This design comes from an exercise in tuning for small area, a short achievable clock period and few clock cycles per item on the open sky130 flow, not from production work. At most, simulation tests tie the RTL to the original design; equivalence was not proved. Power is estimated from default activity; no workload was simulated.

==> xenon: inputs <==
## csa_multiplier
module csa_multiplier (
    input  logic        clk,
    input  logic        rst_n,
    input  logic        in_valid,
    input  logic [15:0] x,
    input  logic [15:0] y,
    output logic        out_valid,
    output logic [31:0] product
);
clock: 6.5 ns
lec_check: 0
cap_margin: 20
core_margin: 2
core_utilization: 40
slew_margin: 20
run.sh (not shown) runs the stock make flow with config.mk's settings and CLKGATE_MAP_FILE= SYNTH_SCRIPT=/design/flow/synth_recipe.tcl, a recipe that flattens the netlist after the stock synthesis.
==> tundra: changes against xenon <==
--- a/flow/config.mk
+++ b/flow/config.mk
@@ -7,2 +7,3 @@
 export LEC_CHECK = 0
+export ABC_CLOCK_PERIOD_IN_PS = 3500
 export CAP_MARGIN = 20
@@ -10,2 +11,3 @@
 export CORE_UTILIZATION = 40
+export SETUP_SLACK_MARGIN = 3.0
 export SLEW_MARGIN = 20
==> qor summary <==
| item | tundra | xenon |
|---|---|---|
| Run status | complete, no violations | complete, no violations |
| Growth of design area from synthesis to finish | 30.1% | 13.1% |
| Switching power total | 0.00202 W | 0.00181 W |
| Wirelength, routed | 25800 um | 22800 um |
| Fraction of layout cells with a size suffix above 1 | 0.330 | 0.0357 |
| Total power divided by cell area | 364 nW/um^2 | 391 nW/um^2 |
| Area of combinational cells with multiple inputs | 7480 um^2 | 6920 um^2 |
| Fraction of area in multi-input gates | 0.591 | 0.629 |
| Relative area of clock buffers and inverters in the final design | 0.0236 | 0.0288 |
| Dpl cells | 1344 | 1346 |
| GR Layer Usage met1 | 0.296 | 0.280 |
| GR Util met2 | 0.328 | 0.298 |
| Sw Ratio | 0.439 | 0.421 |
| Max VDD drop | 0.199 mV | 0.242 mV |
| Setup fix buffers added after clock tree synthesis | 106 | 0 |
| DR WL met3 | 1970 um | 1520 um |
| Non-clock buffers | 191 | 69 |
| Vias in the first global route | 7669 | 6980 |
| Largest stage delay on the critical path | 0.37 ns | 0.55 ns |
| Leak pwr | 5.81 nW | 5.17 nW |
| Tightest Pin Transition | 0.552 ns | 0.778 ns |
| Drt wl/cell | 17.4 um | 16.8 um |
| Worst setup margin | 2.56 ns | 1.91 ns |
| Worst Skew | 0.00945 ns | 0.0103 ns |
| Number of design-rule violations left by the first detailed-router iteration | 376 | 373 |
| Post-route cell area | 12600 um^2 | 11000 um^2 |
| Slew margin rel. | 0.632 | 0.481 |
Function was not checked in any run of this note: the RTL went through the layout flow alone.

* * *

==> trial 31 <==
csa_multiplier, a different RTL version from the one above (not shown whole).
Settings: LEC_CHECK=0, CAP_MARGIN=20, CORE_MARGIN=2, CORE_UTILIZATION=40, CTS_CLUSTER_DIAMETER=80, CTS_CLUSTER_SIZE=24, SETUP_SLACK_MARGIN=4.3, SLEW_MARGIN=20; clock period 6.5 ns.
standard.sh (not shown) runs the stock make flow with config.mk's settings and CLKGATE_MAP_FILE= SYNTH_SCRIPT=/design/flow/synth_recipe.tcl, a recipe that flattens the netlist after the stock synthesis.
==> flow/flow/run.sh <==
#!/bin/bash
# Own layout flow: the standard layout with two changes.
# 1. Synthesis: Yosys's synth runs with -noabc, so its early "abc -fast" pass
#    does not re-map the hand-written full/half adders before extract_fa maps
#    them to the library's fa/ha cells (no inverters between adders).
# 2. Port buffers: buffer_ports still gives every input and output port a
#    buffer, but uses the plain buffer named below instead of the delay cell
#    it picks by default.
# Everything else is the standard flow (standard.sh, ORFS make targets).
set -euo pipefail
here=$(pwd)
sed 's/yosys synth -nofsm -noshare /yosys synth -nofsm -noshare -noabc /' synth_recipe.tcl > noabc_synth.tcl
grep -q -- "-noabc" noabc_synth.tcl
export BUFFER_PORTS_ARGS="-buffer_cell sky130_fd_sc_hd__buf_1"
bash standard.sh SYNTH_SCRIPT="$here/noabc_synth.tcl" finish > "$here/flow_make.log" 2>&1
==> trial 4: changes against trial 31 <==
SETUP_SLACK_MARGIN = 4.0   (was 4.3)
==> flow_metrics.env <==
export IMPL_p_switching_mw=2.14
export IMPL_grt_use_met1_pct=23.7
export IMPL_reg2regPathDepth=10
export IMPL_fin_crit_ns=2.30
export IMPL_gr_usage_met2_pct=25.5
export IMPL_final_cells=1345
export IMPL_status="no timing/DRC/antenna violations"
export IMPL_holdCritStartpoint="t1_c3_0"
export IMPL_fin_worst_skew_ns=0.0219
export IMPL_cp_common_cell="o31ai_4"
export IMPL_maxSlewHeadroom_pct=59.0
export IMPL_hpwl_um=16000
(the above is from trial 31)
==> flow_metrics.env <==
export IMPL_status="no timing/DRC/antenna violations"
export IMPL_grt_use_met1_pct=24.8
export IMPL_gr_usage_met2_pct=25.4
export IMPL_fin_crit_ns=2.47
export IMPL_reg2regPathDepth=4
export IMPL_maxSlewHeadroom_pct=45.4
export IMPL_cp_common_cell="fa_1"
export IMPL_holdCritStartpoint="t1_c31_0"
(the above is from trial 4)
Function was not checked in any run of this note: the RTL went through the layout flow alone.

* * *

==> job 4834: inputs <==
Another version of the RTL of csa_multiplier (not shown whole).
Settings: LEC_CHECK=0, CAP_MARGIN=20, CORE_MARGIN=2, CORE_UTILIZATION=40, SLEW_MARGIN=20; clock period 6.5 ns.
run.sh (not shown) runs the stock make flow with config.mk's settings and CLKGATE_MAP_FILE= SYNTH_SCRIPT=/design/flow/synth_recipe.tcl, a recipe that flattens the netlist after the stock synthesis.
Stock flow here: none of the scripts above is used.
==> inputs of job 625, as changes to job 4834 <==
Settings changed: SETUP_SLACK_MARGIN set to 4.0.
==> inputs of job 4460, as changes to job 4834 <==
==> flow/flow/run.sh (new file) <==
#!/bin/bash
# Own layout flow: the standard layout, with one change in synthesis:
# Yosys's synth runs with -noabc, so its early "abc -fast" pass does not
# re-map the hand-written full/half adders before extract_fa maps them to
# the library's fa/ha cells. Everything else (the ORFS make targets, the
# final abc mapping, floorplan, placement, CTS, routing) is the standard flow.
set -euo pipefail
here=$(pwd)
sed 's/yosys synth -nofsm -noshare /yosys synth -nofsm -noshare -noabc /' synth_recipe.tcl > noabc_synth.tcl
grep -q -- "-noabc" noabc_synth.tcl
bash standard.sh SYNTH_SCRIPT="$here/noabc_synth.tcl" finish > "$here/flow_make.log" 2>&1
==> flow/standard.sh (new file) <==
#!/bin/bash
# synth_recipe.tcl (not shown) runs the flow's synth.tcl, then flattens the netlist and writes it again
# the make line also repeats each setting of config.mk as NAME=value (left out here)
make -C /OpenROAD-flow-scripts/flow DESIGN_CONFIG=/design/flow/config.mk WORK_HOME=/design/flow/orfs CLKGATE_MAP_FILE= SYNTH_SCRIPT=/design/flow/synth_recipe.tcl "${@:-finish}"
Settings changed: SETUP_SLACK_MARGIN set to 4.0.
removed: flow/run.sh
==> summary of the runs <==
Job 4834 passed the timing, design-rule and antenna checks. Job 4460 went through all stages and came out clean. Job 625 finished with timing, DRC and antenna clean.
Maximum frequency: job 4834 < job 625 < job 4460.
Of job 4460 and job 625, job 625 has the higher final cell count (gap 14%, measured against job 625).
Hold slack is about the same in job 625 and job 4460.
Cell area, highest first: job 625, job 4834, job 4460.
Clock skew, highest first: job 625, job 4834, job 4460.
Sequential share of layout area: job 4834 < job 625 < job 4460.
==> figures <==
Via-per-instance ratio: job 4460 4.799; job 4834 4.658; job 625 4.653
Comb. pwr: job 4460 2150 uW; job 4834 2370 uW; job 625 2300 uW
Run status: job 4460 no timing/DRC/antenna violations; job 4834 no timing/DRC/antenna violations; job 625 no timing/DRC/antenna violations
Final period util: job 4460 0.3720; job 4834 0.4279; job 625 0.3749
Critical path depth in cells: job 4460 1; job 4834 4; job 625 6
Floorplan die height: job 4460 174.9 um; job 4834 179.3 um; job 625 179.3 um
Required time worst endpoint: job 4460 5200 ps; job 4834 6880 ps; job 625 6880 ps
Core region area: job 4460 28,700 um^2; job 4834 30,430 um^2; job 625 30,430 um^2
Detail Route met2 WL: job 4460 11,220 um; job 4834 10,880 um; job 625 10,960 um
Part of the total power dissipated in sequential elements: job 4460 0.366; job 4834 0.356; job 625 0.359
Worst Setup Slack post-DPL: job 4460 3811 ps; job 4834 3724 ps; job 625 3724 ps
First DRT Iteration DRCs: job 4460 331; job 4834 471; job 625 493
Routed wire length on met3: job 4460 1600 um; job 4834 2025 um; job 625 1933 um
Testbench counts of job 4834, summed over its fixed seeds: cycles 12,024, items 12,000.
Testbench counts of job 625, summed over its fixed seeds: cycles 12,024, items 12,000.
Testbench counts of job 4460, summed over its fixed seeds: cycles 12,024, items 12,000.

* * *

==> run a <==
csa_multiplier, a different RTL version from the one above (not shown whole).
clock: 6.5 ns
lec_check: 0
cap_margin: 20
core_margin: 2
core_utilization: 40
cts_cluster_diameter: 80
cts_cluster_size: 24
setup_slack_margin: 4.25
slew_margin: 20
standard.sh (not shown) runs the stock make flow with config.mk's settings and CLKGATE_MAP_FILE= SYNTH_SCRIPT=/design/flow/synth_recipe.tcl, a recipe that flattens the netlist after the stock synthesis.
==> flow/flow/run.sh <==
#!/bin/bash
# Own layout flow: the standard layout with two changes.
# 1. Synthesis: Yosys's synth runs with -noabc, so its early "abc -fast" pass
#    does not re-map the hand-written full/half adders before extract_fa maps
#    them to the library's fa/ha cells (no inverters between adders).
# 2. Port buffers: buffer_ports still gives every input and output port a
#    buffer, but uses the plain buffer named below instead of the delay cell
#    it picks by default.
# Everything else is the standard flow (standard.sh, ORFS make targets).
set -euo pipefail
here=$(pwd)
sed 's/yosys synth -nofsm -noshare /yosys synth -nofsm -noshare -noabc /' synth_recipe.tcl > noabc_synth.tcl
grep -q -- "-noabc" noabc_synth.tcl
export BUFFER_PORTS_ARGS="-buffer_cell sky130_fd_sc_hd__buf_1"
bash standard.sh SYNTH_SCRIPT="$here/noabc_synth.tcl" finish > "$here/flow_make.log" 2>&1
==> inputs of run b, as changes to run a <==
CTS_CLUSTER_DIAMETER = 100   (was 80)
CTS_CLUSTER_SIZE = 30   (was 24)
SETUP_SLACK_MARGIN = 4.3   (was 4.25)
==> inputs of run c, as changes to run a <==
CORE_UTILIZATION = 60   (was 40)
SETUP_SLACK_MARGIN = 4.3   (was 4.25)
==> inputs of run d, as changes to run a <==
SETUP_SLACK_MARGIN = 4.35   (was 4.25)
==> qor.log <==
qor: pwr.design_power_total 6.24 mW
qor: layout.signal_buffer_area_fraction 0.0289
qor: outcome.run_status finished clean
qor: layout.stdcell_area 12300 um^2
qor: layout.clkbuf_count 16
qor: pwr.seqPwrFrac 0.390
qor: setup_path.r2r_slack 4.25 ns
(the above is from run c)
==> qor.log <==
qor: layout.clkbuf_count 13
qor: pwr.seqPwrFrac 0.393
qor: outcome.run_status finished clean
qor: layout.stdcell_area 12500 um^2
qor: pwr.design_power_total 6.24 mW
qor: pwr.comb_power_share 0.470
qor: clock_network.clock_tree.root_cell sky130_fd_sc_hd__clkbuf_16
qor: setup_path.r2r_slack 4.25 ns
(the above is from run b)
==> qor.log <==
qor: outcome.run_status finished clean
qor: logic_synthesis.netlist_top_cells_area sky130_fd_sc_hd__dfxtp_1, sky130_fd_sc_hd__fa_1, sky130_fd_sc_hd__xnor2_1, sky130_fd_sc_hd__a22oi_1, sky130_fd_sc_hd__ha_1
qor: pwr.seqPwrFrac 0.405
qor: setup_path.worstReg2RegEnd t2_g16
qor: layout.signal_buffer_area_fraction 0.0352
qor: layout.stdcell_area 12500 um^2
qor: setup_path.r2r_slack 4.26 ns
qor: pwr.design_power_total 6.05 mW
qor: min_path.hold_path_end pr[0]
qor: layout.clkbuf_count 18
qor: logic_synthesis.syn-mean-instance-area 11.5 um^2
(the above is from run a)
==> qor.log <==
qor: outcome.run_status finished clean
qor: pwr.design_power_total 6.61 mW
qor: sta.layout_worst_path_cycle_share 0.344
qor: layout.stdcell_area 12800 um^2
qor: setup_path.critical_path.cell_chain fa_2 -> fa_2 -> fa_1 -> ha_4 -> a21o_1
qor: logic_synthesis.post_synth_most_frequent_cells sky130_fd_sc_hd__dfxtp_1, sky130_fd_sc_hd__xnor2_1, sky130_fd_sc_hd__a22oi_1
qor: layout.signal_buffer_area_fraction 0.0373
qor: setup_path.r2r_slack 4.27 ns
qor: layout.clkbuf_count 17
qor: logic_synthesis.dominant_combinational_cell_family_by_area_after_synthesis adder cells
(the above is from run d)
Testbench counts of run a, summed over its fixed seeds: cycles 12,024, items 12,000.
Testbench counts of run b, summed over its fixed seeds: cycles 12,024, items 12,000.
Testbench counts of run c, summed over its fixed seeds: cycles 12,024, items 12,000.
Testbench counts of run d, summed over its fixed seeds: cycles 12,024, items 12,000.

re-timing with driven ports:
No port has a modelled driver above. Below, the same layouts with a new extraction and two added sets of constraints.
Step 1: set_driving_cell puts a clkbuf_16 on clk and a buf_2 on each other input, an assumption about the parent block.
Step 2 moves the port delays by t, midway between the first and last clock arrival at a register: inputs arrive t later, outputs are due t later. That takes back most of the time a late clock gives input paths.
Three values: no drivers, after step 1, after step 2; two values: the first two.
run	t (ns)	setup WS [ns]	slew at the worst register clock pin (ns)
xenon	0.392	1.911 / 1.872 / 2.189	0.07 / 0.07
tundra	0.399	2.556 / 2.509 / 2.816	0.07 / 0.07
trial 31	0.515	4.195 / 4.195 / 4.195	0.10 / 0.10
trial 4	0.517	4.028 / 4.028 / 4.028	0.09 / 0.09
job 4834	0.557	3.719 / 3.719 / 3.719	0.06 / 0.06
job 625	0.557	4.063 / 4.063 / 4.063	0.06 / 0.06
job 4460	0.581	4.082 / 4.034 / 4.089	0.06 / 0.06
run a	0.522	4.256 / 4.233 / 4.256	0.10 / 0.10
run b	0.526	4.253 / 4.222 / 4.253	0.12 / 0.12
run c	0.514	4.245 / 4.236 / 4.245	0.09 / 0.09
run d	0.522	4.266 / 4.232 / 4.266	0.09 / 0.09
After both steps every run listed still meets setup and hold.
